Background: an optimization exercise with open tools, aiming at a short achievable clock period and few clock cycles. Do not read the settings as production practice.
Only simulation tests tie the RTL to the original design; equivalence was not proved.
Power figures rest on the tool's default switching activity, not on a simulated workload.

==> trial 57: inputs <==
==> flow/design.v <==
package mips_pkg;
    typedef logic [32-1:0]     word_t;
    typedef logic [5-1:0] reg_idx_t;
    typedef logic [5:0]                opcode_t;
    typedef logic [5:0]                funct_t;
    typedef logic [15:0]               imm_t;
    typedef enum logic [2:0] {
        ALU_AND = 3'b000,
        ALU_OR  = 3'b001,
        ALU_ADD = 3'b010,
        ALU_NOP = 3'b101,   
        ALU_SUB = 3'b110,
        ALU_SLT = 3'b111
    } alu_op_e;
    typedef enum logic [1:0] {
        FWD_REG = 2'b00,
        FWD_WB  = 2'b01,
        FWD_MEM = 2'b10
    } fwd_sel_e;
endpackage
module mips_core (
    input  logic            clk,
    input  logic            rst,
    output mips_pkg::word_t pc,
    input  mips_pkg::word_t instr,
    output mips_pkg::word_t aluout,
    output mips_pkg::word_t writedata,
    output logic            memwrite,
    input  mips_pkg::word_t readdata
);
    logic [31:0] pc_f;
    logic [5:0]  f_op;
    logic        f_rtype, f_addi, f_lw, f_sw, f_beq;
    logic        f_same, f_off0, f_jump, f_cbr;
    logic [31:0] f_simm, f_pc4, f_target;
    logic [31:1] f_rs_oh, f_rt_oh, f_wr_oh;
    logic        f_use_rs, f_use_rt;
    assign f_op     = instr[31:26];
    assign f_rtype  = f_op == 6'b000000;
    assign f_addi   = f_op == 6'b001000;
    assign f_lw     = f_op == 6'b100011;
    assign f_sw     = f_op == 6'b101011;
    assign f_beq    = f_op == 6'b000100;
    assign f_same   = instr[25:21] == instr[20:16];
    assign f_off0   = instr[15:0] == 16'd0;
    assign f_jump   = f_beq && f_same && !f_off0;    
    assign f_cbr    = f_beq && !f_same && !f_off0;   
    assign f_simm   = {{16{instr[15]}}, instr[15:0]};
    assign f_pc4    = pc_f + 32'd4;
    ks_add32 u_tgt (.a({pc_f[31:2], 2'b10}), .b({f_simm[29:0], 2'b10}), .cin(1'b0),
                    .s(f_target));
    logic [1:0]  bht [0:31];
    logic        f_pred, f_taken;
    assign f_pred  = bht[pc_f[6:2]][1];
    assign f_taken = f_jump || (f_cbr && f_pred);
    assign f_use_rs = f_rtype || f_addi || f_lw || f_sw || f_cbr;
    assign f_use_rt = f_rtype || f_sw || f_cbr;
    always_comb begin
        for (int i = 1; i < 32; i++) begin
            f_rs_oh[i] = f_use_rs && (instr[25:21] == 5'(i));
            f_rt_oh[i] = f_use_rt && (instr[20:16] == 5'(i));
            f_wr_oh[i] = f_rtype ? (instr[15:11] == 5'(i))
                                 : ((f_addi || f_lw) && instr[20:16] == 5'(i));
        end
    end
    logic        d_valid;
    logic [31:1] d_rs_oh, d_rt_oh, d_wr_oh;
    logic        d_memtoreg, d_memwrite, d_cbr, d_useimm;
    logic        d_add, d_sub, d_and, d_or, d_slt;
    logic [31:0] d_simm, d_alt;
    logic        d_pred;
    logic [4:0]  d_idx;
    logic [31:1] e_wr_oh;
    logic        e_memtoreg, e_memwrite, e_cbr;
    logic        e_add, e_sub, e_and, e_or, e_slt;
    logic [31:0] e_a, e_b, e_sd, e_alt;
    logic        e_pred;
    logic [4:0]  e_idx;
    logic        e_fa, e_fb, e_fs;
    logic [31:1] m_wr_oh;
    logic        m_memtoreg;
    logic [31:0] aluout_m, writedata_m;
    logic        memwrite_m;
    logic [31:0] regs [1:31];
    logic [31:0] wd_m;
    assign wd_m = m_memtoreg ? readdata : aluout_m;
    always_ff @(posedge clk) begin
        for (int i = 1; i < 32; i++) begin
            if (rst) regs[i] <= 32'd0;
            else if (m_wr_oh[i]) regs[i] <= wd_m;
        end
    end
    logic stall, redirect;
    logic e_hit_rs, e_hit_rt, m_hit_rs, m_hit_rt;
    assign e_hit_rs = |(d_rs_oh & e_wr_oh);
    assign e_hit_rt = |(d_rt_oh & e_wr_oh);
    assign m_hit_rs = |(d_rs_oh & m_wr_oh);
    assign m_hit_rt = |(d_rt_oh & m_wr_oh);
    assign stall = d_valid && e_memtoreg && (e_hit_rs || e_hit_rt);
    always_ff @(posedge clk) begin
        if (rst) pc_f <= 32'd0;
        else if (redirect) pc_f <= e_alt;
        else if (!stall) pc_f <= f_taken ? f_target : f_pc4;
    end
    assign pc = pc_f;
    always_ff @(posedge clk) begin
        if (rst || redirect) d_valid <= 1'b0;
        else if (!stall) d_valid <= 1'b1;
    end
    always_ff @(posedge clk) begin
        if (!stall) begin
            d_rs_oh    <= f_rs_oh;
            d_rt_oh    <= f_rt_oh;
            d_wr_oh    <= f_wr_oh;
            d_memtoreg <= f_lw;
            d_memwrite <= f_sw;
            d_cbr      <= f_cbr;
            d_useimm   <= f_addi || f_lw || f_sw;
            d_add      <= f_addi || f_lw || f_sw ||
                          (f_rtype && instr[5:0] == 6'b100000);
            d_sub      <= f_rtype && instr[5:0] == 6'b100010;
            d_and      <= f_rtype && instr[5:0] == 6'b100100;
            d_or       <= f_rtype && instr[5:0] == 6'b100101;
            d_slt      <= f_rtype && instr[5:0] == 6'b101010;
            d_simm     <= f_simm;
            d_pred     <= f_pred;
            d_alt      <= f_pred ? f_pc4 : f_target;   
            d_idx      <= pc_f[6:2];
        end
    end
    logic [31:0] rf_rs, rf_rt, val_rs, val_rt;
    always_comb begin
        rf_rs = 32'd0;
        rf_rt = 32'd0;
        for (int i = 1; i < 32; i++) begin
            rf_rs = rf_rs | ({32{d_rs_oh[i]}} & regs[i]);
            rf_rt = rf_rt | ({32{d_rt_oh[i]}} & regs[i]);
        end
    end
    assign val_rs = m_hit_rs ? wd_m : rf_rs;
    assign val_rt = m_hit_rt ? wd_m : rf_rt;
    logic d_kill;
    assign d_kill = rst || redirect || stall || !d_valid;
    always_ff @(posedge clk) begin
        if (d_kill) begin
            e_wr_oh    <= '0;
            e_memtoreg <= 1'b0;
            e_memwrite <= 1'b0;
            e_cbr      <= 1'b0;
        end else begin
            e_wr_oh    <= d_wr_oh;
            e_memtoreg <= d_memtoreg;
            e_memwrite <= d_memwrite;
            e_cbr      <= d_cbr;
        end
    end
    always_ff @(posedge clk) begin
        e_add    <= d_add;
        e_sub    <= d_sub;
        e_and    <= d_and;
        e_or     <= d_or;
        e_slt    <= d_slt;
        e_fa     <= e_hit_rs;
        e_fb     <= e_hit_rt && !d_useimm;
        e_fs     <= e_hit_rt;
        e_a      <= e_hit_rs ? 32'd0 : val_rs;
        e_b      <= d_useimm ? d_simm : (e_hit_rt ? 32'd0 : val_rt);
        e_sd     <= e_hit_rt ? 32'd0 : val_rt;
        e_alt    <= d_alt;
        e_pred   <= d_pred;
        e_idx    <= d_idx;
    end
    logic [31:0] srca, srcb, sdata, sum, diff, res;
    logic        slt;
    assign srca  = e_a  | ({32{e_fa}} & aluout_m);
    assign srcb  = e_b  | ({32{e_fb}} & aluout_m);
    assign sdata = e_sd | ({32{e_fs}} & aluout_m);
    ks_add32 u_add (.a(srca), .b(srcb),  .cin(1'b0), .s(sum));
    ks_add32 u_sub (.a(srca), .b(~srcb), .cin(1'b1), .s(diff));
    logic lt_lo;
    ks_lt31 u_lt (.a(srca[30:0]), .b(srcb[30:0]), .lt(lt_lo));
    assign slt  = (srca[31] ^ srcb[31]) ? srca[31] : lt_lo;
    assign res = ({32{e_add}} & sum) |
                 ({32{e_sub}} & diff) |
                 ({32{e_and}} & (srca & srcb)) |
                 ({32{e_or}}  & (srca | srcb)) |
                 {31'd0, e_slt & slt};
    logic e_taken;
    assign e_taken  = srca == srcb;
    assign redirect = e_cbr && (e_taken != e_pred);
    logic       u_valid, u_taken;
    logic [4:0] u_idx;
    logic [1:0] bht_c;
    always_ff @(posedge clk) begin
        if (rst) u_valid <= 1'b0;
        else u_valid <= e_cbr;
        u_taken <= e_taken;
        u_idx   <= e_idx;
    end
    assign bht_c = bht[u_idx] ^ 2'b01;
    always_ff @(posedge clk) begin
        if (rst) begin
            for (int i = 0; i < 32; i++) bht[i] <= 2'b00;
        end else if (u_valid) begin
            if (u_taken) begin
                if (bht_c != 2'd3) bht[u_idx] <= (bht_c + 2'd1) ^ 2'b01;
            end else begin
                if (bht_c != 2'd0) bht[u_idx] <= (bht_c - 2'd1) ^ 2'b01;
            end
        end
    end
    always_ff @(posedge clk) begin
        if (rst) begin
            m_wr_oh    <= '0;
            m_memtoreg <= 1'b0;
            memwrite_m <= 1'b0;
        end else begin
            m_wr_oh    <= e_wr_oh;
            m_memtoreg <= e_memtoreg;
            memwrite_m <= e_memwrite;
        end
    end
    always_ff @(posedge clk) begin
        aluout_m    <= res;
        writedata_m <= sdata;
    end
    assign aluout    = aluout_m;
    assign writedata = writedata_m;
    assign memwrite  = memwrite_m;
endmodule
module ks_add32 (
    input  logic [31:0] a,
    input  logic [31:0] b,
    input  logic        cin,
    output logic [31:0] s
);
    logic [31:0] g [0:5];
    logic [31:0] p [0:5];
    logic [31:0] x;
    assign x = a ^ b;
    always_comb begin
        g[0] = a & b;
        p[0] = x;
        g[0][0] = (a[0] & b[0]) | (x[0] & cin);
        for (int k = 0; k < 5; k++) begin
            for (int i = 0; i < 32; i++) begin
                if (i >= (1 << k)) begin
                    g[k+1][i] = g[k][i] | (p[k][i] & g[k][i - (1 << k)]);
                    p[k+1][i] = p[k][i] & p[k][i - (1 << k)];
                end else begin
                    g[k+1][i] = g[k][i];
                    p[k+1][i] = p[k][i];
                end
            end
        end
    end
    assign s = x ^ {g[5][30:0], cin};
endmodule
module ks_lt31 (
    input  logic [30:0] a,
    input  logic [30:0] b,
    output logic        lt
);
    logic [31:0] l [0:5];
    logic [31:0] e [0:5];
    always_comb begin
        l[0] = {1'b0, ~a & b};
        e[0] = {1'b1, ~(a ^ b)};
        for (int k = 0; k < 5; k++) begin
            for (int i = 0; i < 32; i++) begin
                if (i >= (1 << k)) begin
                    l[k+1][i] = l[k][i] | (e[k][i] & l[k][i - (1 << k)]);
                    e[k+1][i] = e[k][i] & e[k][i - (1 << k)];
                end else begin
                    l[k+1][i] = l[k][i];
                    e[k+1][i] = e[k][i];
                end
            end
        end
    end
    assign lt = l[5][30];
endmodule
==> flow/run.sh <==
#!/bin/bash
# synth_recipe.tcl (not shown) runs the flow's synth.tcl, then flattens the netlist and writes it again
# the make line also repeats each setting of config.mk as NAME=value (left out here)
make -C /OpenROAD-flow-scripts/flow DESIGN_CONFIG=/design/flow/config.mk WORK_HOME=/design/flow/orfs CLKGATE_MAP_FILE= SYNTH_SCRIPT=/design/flow/synth_recipe.tcl finish
==> flow/config.mk <==
export PLATFORM = sky130hd
export DESIGN_NAME = mips_core
export DESIGN_NICKNAME = mips_core
export VERILOG_FILES = /design/flow/design.v
export SDC_FILE = /design/flow/constraint.sdc
export NUM_CORES = 4
export LEC_CHECK = 0
export CAP_MARGIN = 20
export CORE_MARGIN = 2
export CORE_UTILIZATION = 30
export SETUP_SLACK_MARGIN = 4.3
export SLEW_MARGIN = 20
==> flow/constraint.sdc <==
create_clock -name core_clock -period 7.0 [get_ports {clk}]
set_input_delay 1.4000 -clock core_clock [delete_from_list [all_inputs] [get_ports {clk}]]
set_output_delay 1.4000 -clock core_clock [all_outputs]
set_load 0.01 [all_outputs]
==> trial 32 (differences from trial 57) <==
==> flow/design.v, changed modules only <==
module mips_core (
    input  logic            clk,
    input  logic            rst,
    output mips_pkg::word_t pc,
    input  mips_pkg::word_t instr,
    output mips_pkg::word_t aluout,
    output mips_pkg::word_t writedata,
    output logic            memwrite,
    input  mips_pkg::word_t readdata
);
    logic [31:0] pc_f;
    logic [5:0]  f_op;
    logic        f_rtype, f_addi, f_lw, f_sw, f_beq;
    logic        f_same, f_off0, f_jump, f_cbr;
    logic [31:0] f_simm, f_pc4, f_target;
    logic [31:1] f_rs_oh, f_rt_oh, f_wr_oh;
    logic        f_use_rs, f_use_rt;
    assign f_op     = instr[31:26];
    assign f_rtype  = f_op == 6'b000000;
    assign f_addi   = f_op == 6'b001000;
    assign f_lw     = f_op == 6'b100011;
    assign f_sw     = f_op == 6'b101011;
    assign f_beq    = f_op == 6'b000100;
    assign f_same   = instr[25:21] == instr[20:16];
    assign f_off0   = instr[15:0] == 16'd0;
    assign f_jump   = f_beq && f_same && !f_off0;    
    assign f_cbr    = f_beq && !f_same && !f_off0;   
    assign f_simm   = {{16{instr[15]}}, instr[15:0]};
    assign f_pc4    = pc_f + 32'd4;
    ks_add32 u_tgt (.a({pc_f[31:2], 2'b10}), .b({f_simm[29:0], 2'b10}), .cin(1'b0),
                    .s(f_target));
    logic [1:0]  bht [0:31];
    logic        f_pred, f_taken;
    logic [1:0]  f_ctr;
    assign f_ctr   = bht[pc_f[6:2]];
    assign f_pred  = f_ctr[1];
    assign f_taken = f_jump || (f_cbr && f_pred);
    assign f_use_rs = f_rtype || f_addi || f_lw || f_sw || f_cbr;
    assign f_use_rt = f_rtype || f_sw || f_cbr;
    always_comb begin
        for (int i = 1; i < 32; i++) begin
            f_rs_oh[i] = f_use_rs && (instr[25:21] == 5'(i));
            f_rt_oh[i] = f_use_rt && (instr[20:16] == 5'(i));
            f_wr_oh[i] = f_rtype ? (instr[15:11] == 5'(i))
                                 : ((f_addi || f_lw) && instr[20:16] == 5'(i));
        end
    end
    logic        d_valid;
    logic [31:1] d_rs_oh, d_rt_oh, d_wr_oh;
    logic        d_memtoreg, d_memwrite, d_cbr, d_useimm;
    logic        d_add, d_sub, d_and, d_or, d_slt;
    logic [31:0] d_simm, d_alt;
    logic        d_pred;
    logic [1:0]  d_ctr;
    logic [4:0]  d_idx;
    logic [31:1] e_wr_oh;
    logic        e_memtoreg, e_memwrite, e_cbr;
    logic        e_add, e_sub, e_and, e_or, e_slt;
    logic [31:0] e_a, e_b, e_sd, e_alt;
    logic        e_pred;
    logic [1:0]  e_ctr;
    logic [4:0]  e_idx;
    logic        hit_a, hit_b, hit_s;
    logic [31:1] m_wr_oh;
    logic        m_memtoreg;
    logic [31:0] aluout_m, writedata_m;
    logic [31:0] fwd_a_m, fwd_b_m, fwd_s_m;
    logic        memwrite_m;
    logic [31:0] regs [1:31];
    logic [31:0] wd_m;
    assign wd_m = m_memtoreg ? readdata : aluout_m;
    always_ff @(posedge clk) begin
        for (int i = 1; i < 32; i++) begin
            if (rst) regs[i] <= 32'd0;
            else if (m_wr_oh[i]) regs[i] <= wd_m;
        end
    end
    logic stall, redirect;
    logic e_hit_rs, e_hit_rt, m_hit_rs, m_hit_rt;
    assign e_hit_rs = |(d_rs_oh & e_wr_oh);
    assign e_hit_rt = |(d_rt_oh & e_wr_oh);
    assign m_hit_rs = |(d_rs_oh & m_wr_oh);
    assign m_hit_rt = |(d_rt_oh & m_wr_oh);
    logic stall_r;
    always_ff @(posedge clk) begin
        if (rst) stall_r <= 1'b0;
        else stall_r <= !stall_r && !redirect && d_valid && d_memtoreg &&
                        (|((f_rs_oh | f_rt_oh) & d_wr_oh));
    end
    assign stall = stall_r;
    always_ff @(posedge clk) begin
        if (rst) pc_f <= 32'd0;
        else if (redirect) pc_f <= e_alt;
        else if (!stall) pc_f <= f_taken ? f_target : f_pc4;
    end
    assign pc = pc_f;
    always_ff @(posedge clk) begin
        if (rst || redirect) d_valid <= 1'b0;
        else if (!stall) d_valid <= 1'b1;
    end
    always_ff @(posedge clk) begin
        if (!stall) begin
            d_rs_oh    <= f_rs_oh;
            d_rt_oh    <= f_rt_oh;
            d_wr_oh    <= f_wr_oh;
            d_memtoreg <= f_lw;
            d_memwrite <= f_sw;
            d_cbr      <= f_cbr;
            d_useimm   <= f_addi || f_lw || f_sw;
            d_add      <= f_addi || f_lw || f_sw ||
                          (f_rtype && instr[5:0] == 6'b100000);
            d_sub      <= f_rtype && instr[5:0] == 6'b100010;
            d_and      <= f_rtype && instr[5:0] == 6'b100100;
            d_or       <= f_rtype && instr[5:0] == 6'b100101;
            d_slt      <= f_rtype && instr[5:0] == 6'b101010;
            d_simm     <= f_simm;
            d_pred     <= f_pred;
            d_ctr      <= f_ctr;
            d_alt      <= f_pred ? f_pc4 : f_target;   
            d_idx      <= pc_f[6:2];
        end
    end
    logic [31:0] rf_rs, rf_rt, val_rs, val_rt;
    always_comb begin
        rf_rs = 32'd0;
        rf_rt = 32'd0;
        for (int i = 1; i < 32; i++) begin
            rf_rs = rf_rs | ({32{d_rs_oh[i]}} & regs[i]);
            rf_rt = rf_rt | ({32{d_rt_oh[i]}} & regs[i]);
        end
    end
    assign val_rs = m_hit_rs ? wd_m : rf_rs;
    assign val_rt = m_hit_rt ? wd_m : rf_rt;
    logic d_kill;
    assign d_kill = rst || redirect || stall || !d_valid;
    always_ff @(posedge clk) begin
        if (d_kill) begin
            e_wr_oh    <= '0;
            e_memtoreg <= 1'b0;
            e_memwrite <= 1'b0;
            e_cbr      <= 1'b0;
        end else begin
            e_wr_oh    <= d_wr_oh;
            e_memtoreg <= d_memtoreg;
            e_memwrite <= d_memwrite;
            e_cbr      <= d_cbr;
        end
    end
    always_ff @(posedge clk) begin
        e_add    <= d_add;
        e_sub    <= d_sub;
        e_and    <= d_and;
        e_or     <= d_or;
        e_slt    <= d_slt;
        e_a      <= e_hit_rs ? 32'd0 : val_rs;
        e_b      <= d_useimm ? d_simm : (e_hit_rt ? 32'd0 : val_rt);
        e_sd     <= e_hit_rt ? 32'd0 : val_rt;
        e_alt    <= d_alt;
        e_pred   <= d_pred;
        e_ctr    <= d_ctr;
        e_idx    <= d_idx;
    end
    logic [31:0] srca, srcb, sdata, sum, diff, res;
    logic        slt;
    assign srca  = e_a  | fwd_a_m;
    assign srcb  = e_b  | fwd_b_m;
    assign sdata = e_sd | fwd_s_m;
    ks_add32 u_add (.a(srca), .b(srcb),  .cin(1'b0), .s(sum));
    ks_add32 u_sub (.a(srca), .b(~srcb), .cin(1'b1), .s(diff));
    logic lt_lo;
    ks_lt31 u_lt (.a(srca[30:0]), .b(srcb[30:0]), .lt(lt_lo));
    assign slt  = (srca[31] ^ srcb[31]) ? srca[31] : lt_lo;
    assign res = ({32{e_add}} & sum) |
                 ({32{e_sub}} & diff) |
                 ({32{e_and}} & (srca & srcb)) |
                 ({32{e_or}}  & (srca | srcb)) |
                 {31'd0, e_slt & slt};
    logic e_taken;
    assign e_taken  = srca == srcb;
    assign redirect = e_cbr && (e_taken != e_pred);
    logic       u_valid;
    logic [4:0] u_idx;
    logic [1:0] u_state, e_c;
    assign e_c = e_ctr ^ 2'b01;
    always_ff @(posedge clk) begin
        if (rst) u_valid <= 1'b0;
        else u_valid <= e_cbr;
        u_idx <= e_idx;
        if (e_taken) u_state <= ((e_c == 2'd3) ? 2'd3 : e_c + 2'd1) ^ 2'b01;
        else         u_state <= ((e_c == 2'd0) ? 2'd0 : e_c - 2'd1) ^ 2'b01;
    end
    always_ff @(posedge clk) begin
        for (int i = 0; i < 32; i++) begin
            if (rst) bht[i] <= 2'b00;
            else if (u_valid && u_idx == 5'(i)) bht[i] <= u_state;
        end
    end
    always_ff @(posedge clk) begin
        if (rst) begin
            m_wr_oh    <= '0;
            m_memtoreg <= 1'b0;
            memwrite_m <= 1'b0;
        end else begin
            m_wr_oh    <= e_wr_oh;
            m_memtoreg <= e_memtoreg;
            memwrite_m <= e_memwrite;
        end
    end
    assign hit_a = e_hit_rs;
    assign hit_b = e_hit_rt && !d_useimm;
    assign hit_s = e_hit_rt;
    always_ff @(posedge clk) begin
        aluout_m    <= res;
        writedata_m <= sdata;
        fwd_a_m     <= {32{hit_a}} & res;
        fwd_b_m     <= {32{hit_b}} & res;
        fwd_s_m     <= {32{hit_s}} & res;
    end
    assign aluout    = aluout_m;
    assign writedata = writedata_m;
    assign memwrite  = memwrite_m;
endmodule
module ks_add32 (
    input  logic [31:0] a,
    input  logic [31:0] b,
    input  logic        cin,
    output logic [31:0] s
);
    logic [31:0] g [0:5];
    logic [31:0] p [0:5];
    logic [31:0] x;
    assign x = a ^ b;
    assign p[0] = x;
    assign g[0][31:1] = a[31:1] & b[31:1];
    assign g[0][0] = (a[0] & b[0]) | (x[0] & cin);
    for (genvar k = 0; k < 5; k++) begin : lvl
        for (genvar i = 0; i < 32; i++) begin : bit_
            if (i >= (1 << k)) begin : node
                pg_cell u (.g_hi(g[k][i]), .p_hi(p[k][i]),
                           .g_lo(g[k][i - (1 << k)]), .p_lo(p[k][i - (1 << k)]),
                           .g(g[k+1][i]), .p(p[k+1][i]));
            end else begin : pass
                assign g[k+1][i] = g[k][i];
                assign p[k+1][i] = p[k][i];
            end
        end
    end
    assign s = x ^ {g[5][30:0], cin};
endmodule
module pg_cell (
    input  logic g_hi,
    input  logic p_hi,
    input  logic g_lo,
    input  logic p_lo,
    output logic g,
    output logic p
);
    assign g = g_hi | (p_hi & g_lo);
    assign p = p_hi & p_lo;
endmodule
Settings changed: SYNTH_HIERARCHICAL set to 1.
==> qor summary <==
|  | trial 32 | trial 57 |
|---|---|---|
| Outcome | complete, no violations | complete, no violations |
| M1 WL | 145900 um | 137500 um |
| Post-detailed-placement half-perimeter wirelength | 214800 um | 191800 um |
| Number of buffers and inverters on the critical path | 5 | 3 |
| Worst skew pair latency | 860 ps | 870 ps |
| Final-layout non-clock buffer area share | 8.209% | 10.67% |
| Power in sequential cells | 9560 uW | 9050 uW |
| Global-route met2 utilization | 38.19% | 39.20% |
| Comb_multi_in | 5757 | 5232 |
| Highest Clock Rate | 296.2 MHz | 284.2 MHz |
| Placement-stage worst setup slack | 1826 ps | 2156 ps |
| Crit Path Max Fanout | 7 | 6 |
| Area of the multi-input gates | 0.04278 mm2 | 0.03946 mm2 |
| Final setup skew | 50.71 ps | 42.11 ps |
| Sequential cell count of the final layout | 1622 | 1530 |
| Routed length per instance | 32.39 um | 33.92 um |
| Total area of sequential cells | 0.03439 mm2 | 0.03323 mm2 |
Testbench counts of trial 57, summed over its fixed seeds: cycles 29,149.
Testbench counts of trial 32, summed over its fixed seeds: cycles 29,149.

## separate check: timing with driven ports
The results above use ideal ports. As a check the final layouts listed here were re-extracted and re-timed, cells and wires unchanged. Step 1 assumes that a clkbuf_16 drives the clock port and a buf_2 every other input. Step 2 also shifts input and output timing later by t, the mid clock arrival at the registers, as if the neighbouring blocks saw the same clock. a / b / c = ideal / step 1 / step 2; a / b = the first two.
run	t, ns	slack for setup (ns)	hold WS [ns]	clock arrival spread, ns
trial 57	0.962	3.482 / 3.482 / 2.714	0.329 / 0.329 / 0.329	0.043 / 0.043
trial 32	0.915	3.624 / 3.624 / 2.936	0.326 / 0.326 / 0.326	0.057 / 0.057
After both steps every run listed still meets setup and hold. The setup slack of trial 57, which loses most, moves by 0.000 ns with the drivers and by -0.768 ns with both steps.
